Background: an optimization exercise with open tools, aiming at small area. Do not read the settings as production practice. Function was checked by simulation only, so behaviour that the tests miss may differ from the original. Power is estimated from default activity; no workload was simulated.

==> inputs of v5 <==
Design obi_frame_mem, start of the top module:
module obi_frame_mem #(
  parameter int NumWords   = 64,
  parameter int WaitCycles = 1,
  parameter int CntWidth   = 16
) (
  input  logic                clk_i,
  input  logic                rst_ni,
  input  logic                obi_req_i,
  input  logic [31:0]         obi_addr_i,
  input  logic                obi_we_i,
  input  logic [3:0]          obi_be_i,
  input  logic [31:0]         obi_wdata_i,
  input  logic [3:0]          obi_aid_i,
  output logic                obi_gnt_o,
  output logic                obi_rvalid_o,
  output logic [31:0]         obi_rdata_o,
  output logic [3:0]          obi_rid_o,
  output logic                obi_err_o,
  output logic [CntWidth-1:0] rd_cnt_o,
  output logic [CntWidth-1:0] wr_cnt_o,
  output logic                busy_o
);
==> module obi_frame_mem, before the edit <==
module obi_frame_mem #(
  parameter int NumWords   = 64,
  parameter int WaitCycles = 1,
  parameter int CntWidth   = 16
) (
  input  logic                clk_i,
  input  logic                rst_ni,
  input  logic                obi_req_i,
  input  logic [31:0]         obi_addr_i,
  input  logic                obi_we_i,
  input  logic [3:0]          obi_be_i,
  input  logic [31:0]         obi_wdata_i,
  input  logic [3:0]          obi_aid_i,
  output logic                obi_gnt_o,
  output logic                obi_rvalid_o,
  output logic [31:0]         obi_rdata_o,
  output logic [3:0]          obi_rid_o,
  output logic                obi_err_o,
  output logic [CntWidth-1:0] rd_cnt_o,
  output logic [CntWidth-1:0] wr_cnt_o,
  output logic                busy_o
);
  localparam int          NumPairs = NumWords / 2;
  localparam int          PairW    = $clog2(NumPairs);
  localparam logic [31:0] ErrData  = 32'hBADCAB1E;
  logic stall_q;
  logic gnt;
  logic out_of_range;
  logic do_read;
  logic do_write;
  logic rvalid_q;
  assign out_of_range = |obi_addr_i[31:8];
  assign gnt          = obi_req_i & stall_q;
  assign do_read      = gnt & ~obi_we_i & ~out_of_range;
  assign do_write     = gnt &  obi_we_i & ~out_of_range;
  always_ff @(posedge clk_i or negedge rst_ni) begin
    if (!rst_ni) begin
      stall_q  <= 1'b0;
      rvalid_q <= 1'b0;
    end else begin
      stall_q  <= obi_req_i & ~stall_q;
      rvalid_q <= gnt;
    end
  end
  logic phase_q;
  logic pol_x_q;
  logic pol_y_q;
  always_ff @(posedge clk_i) begin
    phase_q <= ~phase_q;
    pol_x_q <= ~pol_y_q;
    pol_y_q <= pol_x_q;
  end
  logic             in_x;
  logic             pend_q;
  logic [3:0]       pend_be_q;
  logic [PairW-1:0] pend_pair_q;
  logic [31:0]      pend_data_q;
  assign in_x = (obi_addr_i[2] == phase_q);
  always_ff @(posedge clk_i) begin
    pend_q      <= do_write & in_x;
    pend_be_q   <= obi_be_i;
    pend_pair_q <= obi_addr_i[7:3];
    pend_data_q <= obi_wdata_i;
  end
  logic             wr_en;
  logic [3:0]       wr_be;
  logic [PairW-1:0] wr_pair;
  logic [31:0]      wr_data;
  assign wr_en   = pend_q | (do_write & ~in_x);
  assign wr_be   = pend_q ? pend_be_q   : obi_be_i;
  assign wr_pair = pend_q ? pend_pair_q : obi_addr_i[7:3];
  assign wr_data = (pend_q ? pend_data_q : obi_wdata_i) ^ {32{pol_y_q}};
  logic [31:0] mem_x [NumPairs];
  logic [31:0] mem_y [NumPairs];
  logic [31:0] x_d   [NumPairs];
  logic [3:0]  be_hit   [NumPairs];
  logic [3:0]  be_hit_n [NumPairs];
  logic [NumPairs-1:0] rd_sel;
  for (genvar p = 0; p < NumPairs; p++) begin : g_pair
    assign be_hit[p]   = {4{wr_en & (wr_pair == p)}} & wr_be;
    assign be_hit_n[p] = ~be_hit[p];
    assign rd_sel[p]   = (obi_addr_i[7:3] == p);
    for (genvar b = 0; b < 32; b++) begin : g_wbit
      ofm_wbit u_wbit (
        .y_i   (mem_y[p][b]),
        .wd_i  (wr_data[b]),
        .en_i  (be_hit[p][b/8]),
        .en_ni (be_hit_n[p][b/8]),
        .x_no  (x_d[p][b])
      );
    end
    always_ff @(posedge clk_i) begin
      mem_x[p] <= x_d[p];
      mem_y[p] <= mem_x[p];
    end
  end
  logic [31:0] rd_x;
  for (genvar b = 0; b < 32; b++) begin : g_rbit
    logic [NumPairs-1:0] col;
    for (genvar p = 0; p < NumPairs; p++) begin : g_col
      assign col[p] = mem_x[p][b];
    end
    ofm_rmux u_rmux (
      .d_i   (col),
      .sel_i (rd_sel),
      .q_o   (rd_x[b])
    );
  end
  logic [31:0] rdata_q;
  logic [3:0]  rid_q;
  logic        err_q;
  always_ff @(posedge clk_i) begin
    rid_q <= obi_aid_i;
    err_q <= out_of_range;
    if (in_x) begin
      rdata_q <= obi_we_i ? 32'd0 : (out_of_range ? ErrData : (rd_x ^ {32{pol_x_q}}));
    end
  end
  assign obi_gnt_o    = gnt;
  assign obi_rvalid_o = rvalid_q;
  assign obi_rdata_o  = rdata_q;
  assign obi_rid_o    = rid_q;
  assign obi_err_o    = err_q;
  assign busy_o       = obi_req_i | rvalid_q;
  always_ff @(posedge clk_i or negedge rst_ni) begin
    if (!rst_ni) begin
      rd_cnt_o <= '0;
      wr_cnt_o <= '0;
    end else begin
      if (do_read && (rd_cnt_o != '1)) begin
        rd_cnt_o <= rd_cnt_o + 1'b1;
      end
      if (do_write && (wr_cnt_o != '1)) begin
        wr_cnt_o <= wr_cnt_o + 1'b1;
      end
    end
  end
endmodule
Settings: LEC_CHECK=0, CAP_MARGIN=20, CORE_MARGIN=2, CORE_UTILIZATION=40, SLEW_MARGIN=20, SYNTH_HIERARCHICAL=1; clock period 3.5 ns.
run.sh (not shown) runs the stock make flow with config.mk's settings and CLKGATE_MAP_FILE= SYNTH_SCRIPT=/design/flow/synth_recipe.tcl, a recipe that flattens the netlist after the stock synthesis.
==> v7: changes against v5 <==
--- a/flow/design.v
+++ b/flow/design.v
@@ -24,14 +24,34 @@
   localparam int          PairW    = $clog2(NumPairs);
   localparam logic [31:0] ErrData  = 32'hBADCAB1E;
+  logic phase_q;
+  logic pol_x_q;
+  logic pol_y_q;
+  always_ff @(posedge clk_i) begin
+    phase_q <= ~phase_q;
+    pol_x_q <= ~pol_y_q;
+    pol_y_q <= pol_x_q;
+  end
+  logic [PairW-1:0] pair_q;
+  logic             half_q;
+  logic [3:0]       be_n_q;
+  logic             we_q;
+  logic             oor_q;
+  logic [3:0]       aid_q;
+  always_ff @(posedge clk_i) begin
+    pair_q  <= obi_addr_i[7:3];
+    half_q  <= obi_addr_i[2];
+    be_n_q  <= ~obi_be_i;
+    we_q    <= obi_we_i;
+    oor_q   <= |obi_addr_i[31:8];
+    aid_q   <= obi_aid_i;
+  end
   logic stall_q;
   logic gnt;
-  logic out_of_range;
+  logic rvalid_q;
   logic do_read;
   logic do_write;
-  logic rvalid_q;
-  assign out_of_range = |obi_addr_i[31:8];
-  assign gnt          = obi_req_i & stall_q;
-  assign do_read      = gnt & ~obi_we_i & ~out_of_range;
-  assign do_write     = gnt &  obi_we_i & ~out_of_range;
+  assign gnt      = obi_req_i & stall_q;
+  assign do_read  = gnt & ~we_q & ~oor_q;
+  assign do_write = gnt &  we_q & ~oor_q;
   always_ff @(posedge clk_i or negedge rst_ni) begin
     if (!rst_ni) begin
@@ -43,48 +63,29 @@
     end
   end
-  logic phase_q;
-  logic pol_x_q;
-  logic pol_y_q;
+  logic wr_in_x;
+  logic pend_q;
+  logic wr_en;
+  assign wr_in_x = (half_q == phase_q);
+  assign wr_en   = pend_q | (do_write & ~wr_in_x);
   always_ff @(posedge clk_i) begin
-    phase_q <= ~phase_q;
-    pol_x_q <= ~pol_y_q;
-    pol_y_q <= pol_x_q;
+    pend_q <= do_write & wr_in_x;
   end
-  logic             in_x;
-  logic             pend_q;
-  logic [3:0]       pend_be_q;
-  logic [PairW-1:0] pend_pair_q;
-  logic [31:0]      pend_data_q;
-  assign in_x = (obi_addr_i[2] == phase_q);
-  always_ff @(posedge clk_i) begin
-    pend_q      <= do_write & in_x;
-    pend_be_q   <= obi_be_i;
-    pend_pair_q <= obi_addr_i[7:3];
-    pend_data_q <= obi_wdata_i;
-  end
-  logic             wr_en;
-  logic [3:0]       wr_be;
-  logic [PairW-1:0] wr_pair;
-  logic [31:0]      wr_data;
-  assign wr_en   = pend_q | (do_write & ~in_x);
-  assign wr_be   = pend_q ? pend_be_q   : obi_be_i;
-  assign wr_pair = pend_q ? pend_pair_q : obi_addr_i[7:3];
-  assign wr_data = (pend_q ? pend_data_q : obi_wdata_i) ^ {32{pol_y_q}};
+  logic [31:0] data_q;
   logic [31:0] mem_x [NumPairs];
   logic [31:0] mem_y [NumPairs];
   logic [31:0] x_d   [NumPairs];
-  logic [3:0]  be_hit   [NumPairs];
-  logic [3:0]  be_hit_n [NumPairs];
+  logic [3:0]  be_hit [NumPairs];
+  logic [NumPairs-1:0] pair_hit_n;
   logic [NumPairs-1:0] rd_sel;
   for (genvar p = 0; p < NumPairs; p++) begin : g_pair
-    assign be_hit[p]   = {4{wr_en & (wr_pair == p)}} & wr_be;
-    assign be_hit_n[p] = ~be_hit[p];
+    assign pair_hit_n[p] = ~(wr_en & (pair_q == p));
+    assign be_hit[p]     = ~({4{pair_hit_n[p]}} | be_n_q);
     assign rd_sel[p]   = (obi_addr_i[7:3] == p);
     for (genvar b = 0; b < 32; b++) begin : g_wbit
       ofm_wbit u_wbit (
         .y_i   (mem_y[p][b]),
-        .wd_i  (wr_data[b]),
+        .wd_i  (data_q[b]),
         .en_i  (be_hit[p][b/8]),
-        .en_ni (be_hit_n[p][b/8]),
+        .en_ni (pair_hit_n[p]),
         .x_no  (x_d[p][b])
       );
@@ -107,19 +108,24 @@
     );
   end
-  logic [31:0] rdata_q;
-  logic [3:0]  rid_q;
-  logic        err_q;
+  logic rd_in_x;
+  logic rpol_q;
+  assign rd_in_x = (obi_addr_i[2] == phase_q);
   always_ff @(posedge clk_i) begin
-    rid_q <= obi_aid_i;
-    err_q <= out_of_range;
-    if (in_x) begin
-      rdata_q <= obi_we_i ? 32'd0 : (out_of_range ? ErrData : (rd_x ^ {32{pol_x_q}}));
+    if (obi_we_i) begin
+      for (int b = 0; b < 4; b++) begin
+        data_q[8*b +: 8] <= (obi_wdata_i[8*b +: 8] ^ {8{pol_x_q}}) | {8{~obi_be_i[b]}};
+      end
+    end else if (rd_in_x) begin
+      data_q <= rd_x;
+    end
+    if (rd_in_x) begin
+      rpol_q <= pol_x_q;
     end
   end
   assign obi_gnt_o    = gnt;
   assign obi_rvalid_o = rvalid_q;
-  assign obi_rdata_o  = rdata_q;
-  assign obi_rid_o    = rid_q;
-  assign obi_err_o    = err_q;
+  assign obi_rdata_o  = we_q ? 32'd0 : (oor_q ? ErrData : (data_q ^ {32{rpol_q}}));
+  assign obi_rid_o    = aid_q;
+  assign obi_err_o    = oor_q;
   assign busy_o       = obi_req_i | rvalid_q;
   always_ff @(posedge clk_i or negedge rst_ni) begin
==> flow/flow/run.sh (new file) <==
#!/bin/bash
# Standard layout (the standard.sh, standard synthesis) with two changes:
# - the port buffers are sky130_fd_sc_hd__buf_1 instead of the delay buffer
#   the default buffer_ports picks; every input and output port still gets
#   its own buffer;
# - clock tree synthesis uses the same sink clustering as config.mk, without
#   dummy loads.
# The make output goes to flow_make.log in the work folder; ORFS keeps each
# step's own log under orfs/logs.
set -euo pipefail
export BUFFER_PORTS_ARGS="-buffer_cell sky130_fd_sc_hd__buf_1"
export CTS_ARGS="-sink_clustering_enable -repair_clock_nets -sink_clustering_size 25 -sink_clustering_max_diameter 100 -dont_use_dummy_load"
bash standard.sh finish > flow_make.log 2>&1
==> flow/standard.sh (new file) <==
#!/bin/bash
# synth_recipe.tcl (not shown) runs the flow's synth.tcl, then flattens the netlist and writes it again
# the make line also repeats each setting of config.mk as NAME=value (left out here)
make -C /OpenROAD-flow-scripts/flow DESIGN_CONFIG=/design/flow/config.mk WORK_HOME=/design/flow/orfs CLKGATE_MAP_FILE= SYNTH_SCRIPT=/design/flow/synth_recipe.tcl "${@:-finish}"
--- a/flow/config.mk
+++ b/flow/config.mk
@@ -9,4 +9,6 @@
 export CORE_MARGIN = 2
 export CORE_UTILIZATION = 40
+export CTS_CLUSTER_DIAMETER = 100
+export CTS_CLUSTER_SIZE = 25
 export SLEW_MARGIN = 20
 export SYNTH_HIERARCHICAL = 1
removed: flow/run.sh
==> notes.md <==
Relative slew slack - 21.6%
Main area contributors after synthesis - dfxtp_1 (72%), o22ai_1 (11%), a222oi_1 (5.5%)
Register area share after synthesis - 74.9%
Vias in the first global route - 42300
Height of the die - 386 µm
Total CTS buffers - 203
Vias per cell - 5.78
Status - no timing/DRC/antenna violations
Post-layout util - 51.3%
Synth Area in Adders - 0.0428%
Multi-input combinational gate total - 2140
DPL Wire Length - 118000 µm
Combinational power - 0.00198 W
Num rows - 140
Source of the figures above: v5

==> notes.md <==
Main area contributors after synthesis - dfxtp_1 (73%), o22ai_1 (11%), a222oi_1 (5.6%)
Relative slew slack - 19.8%
Post-layout util - 46.0%
Vias in the first global route - 38500
Routed len/inst - 25.2 µm
Combinational power - 0.00186 W
Height of the die - 382 µm
DPL Wire Length - 112000 µm
Status - no timing/DRC/antenna violations
Vias per cell - 5.86
Register area share after synthesis - 75.8%
Synth Area in Adders - 0.0439%
Source of the figures above: v7

## what the ideal ports hide
No port has a modelled driver above. Below, the same layouts with a new extraction and two added sets of constraints.
Step 1 (the two cells are an assumption about what drives the block):
set clk [get_ports {clk_i}]
set_driving_cell -lib_cell sky130_fd_sc_hd__clkbuf_16 $clk
set_driving_cell -lib_cell sky130_fd_sc_hd__buf_2 [delete_from_list [all_inputs] $clk]
Step 2 also shifts input and output timing later by t, the mid clock arrival at the registers, as if the neighbouring blocks saw the same clock.
a / b / c = no drivers / after step 1 / after step 2; a / b = the first two.
run | t, ns | slack for setup (ns) | hold slack, ns | worst setup path at the end
v5 | 0.907 | 0.349 / 0.412 / -0.495 | 0.294 / 0.232 / 0.314 | input to register
v7 | 0.768 | 0.056 / -0.009 / -0.039 | 0.059 / 0.021 / 0.329 | input to register
With both steps, setup timing fails in v5 and v7, where it was met with ideal ports. The setup slack of v5, which loses most, moves by +0.063 ns with the drivers and by -0.844 ns with both steps.
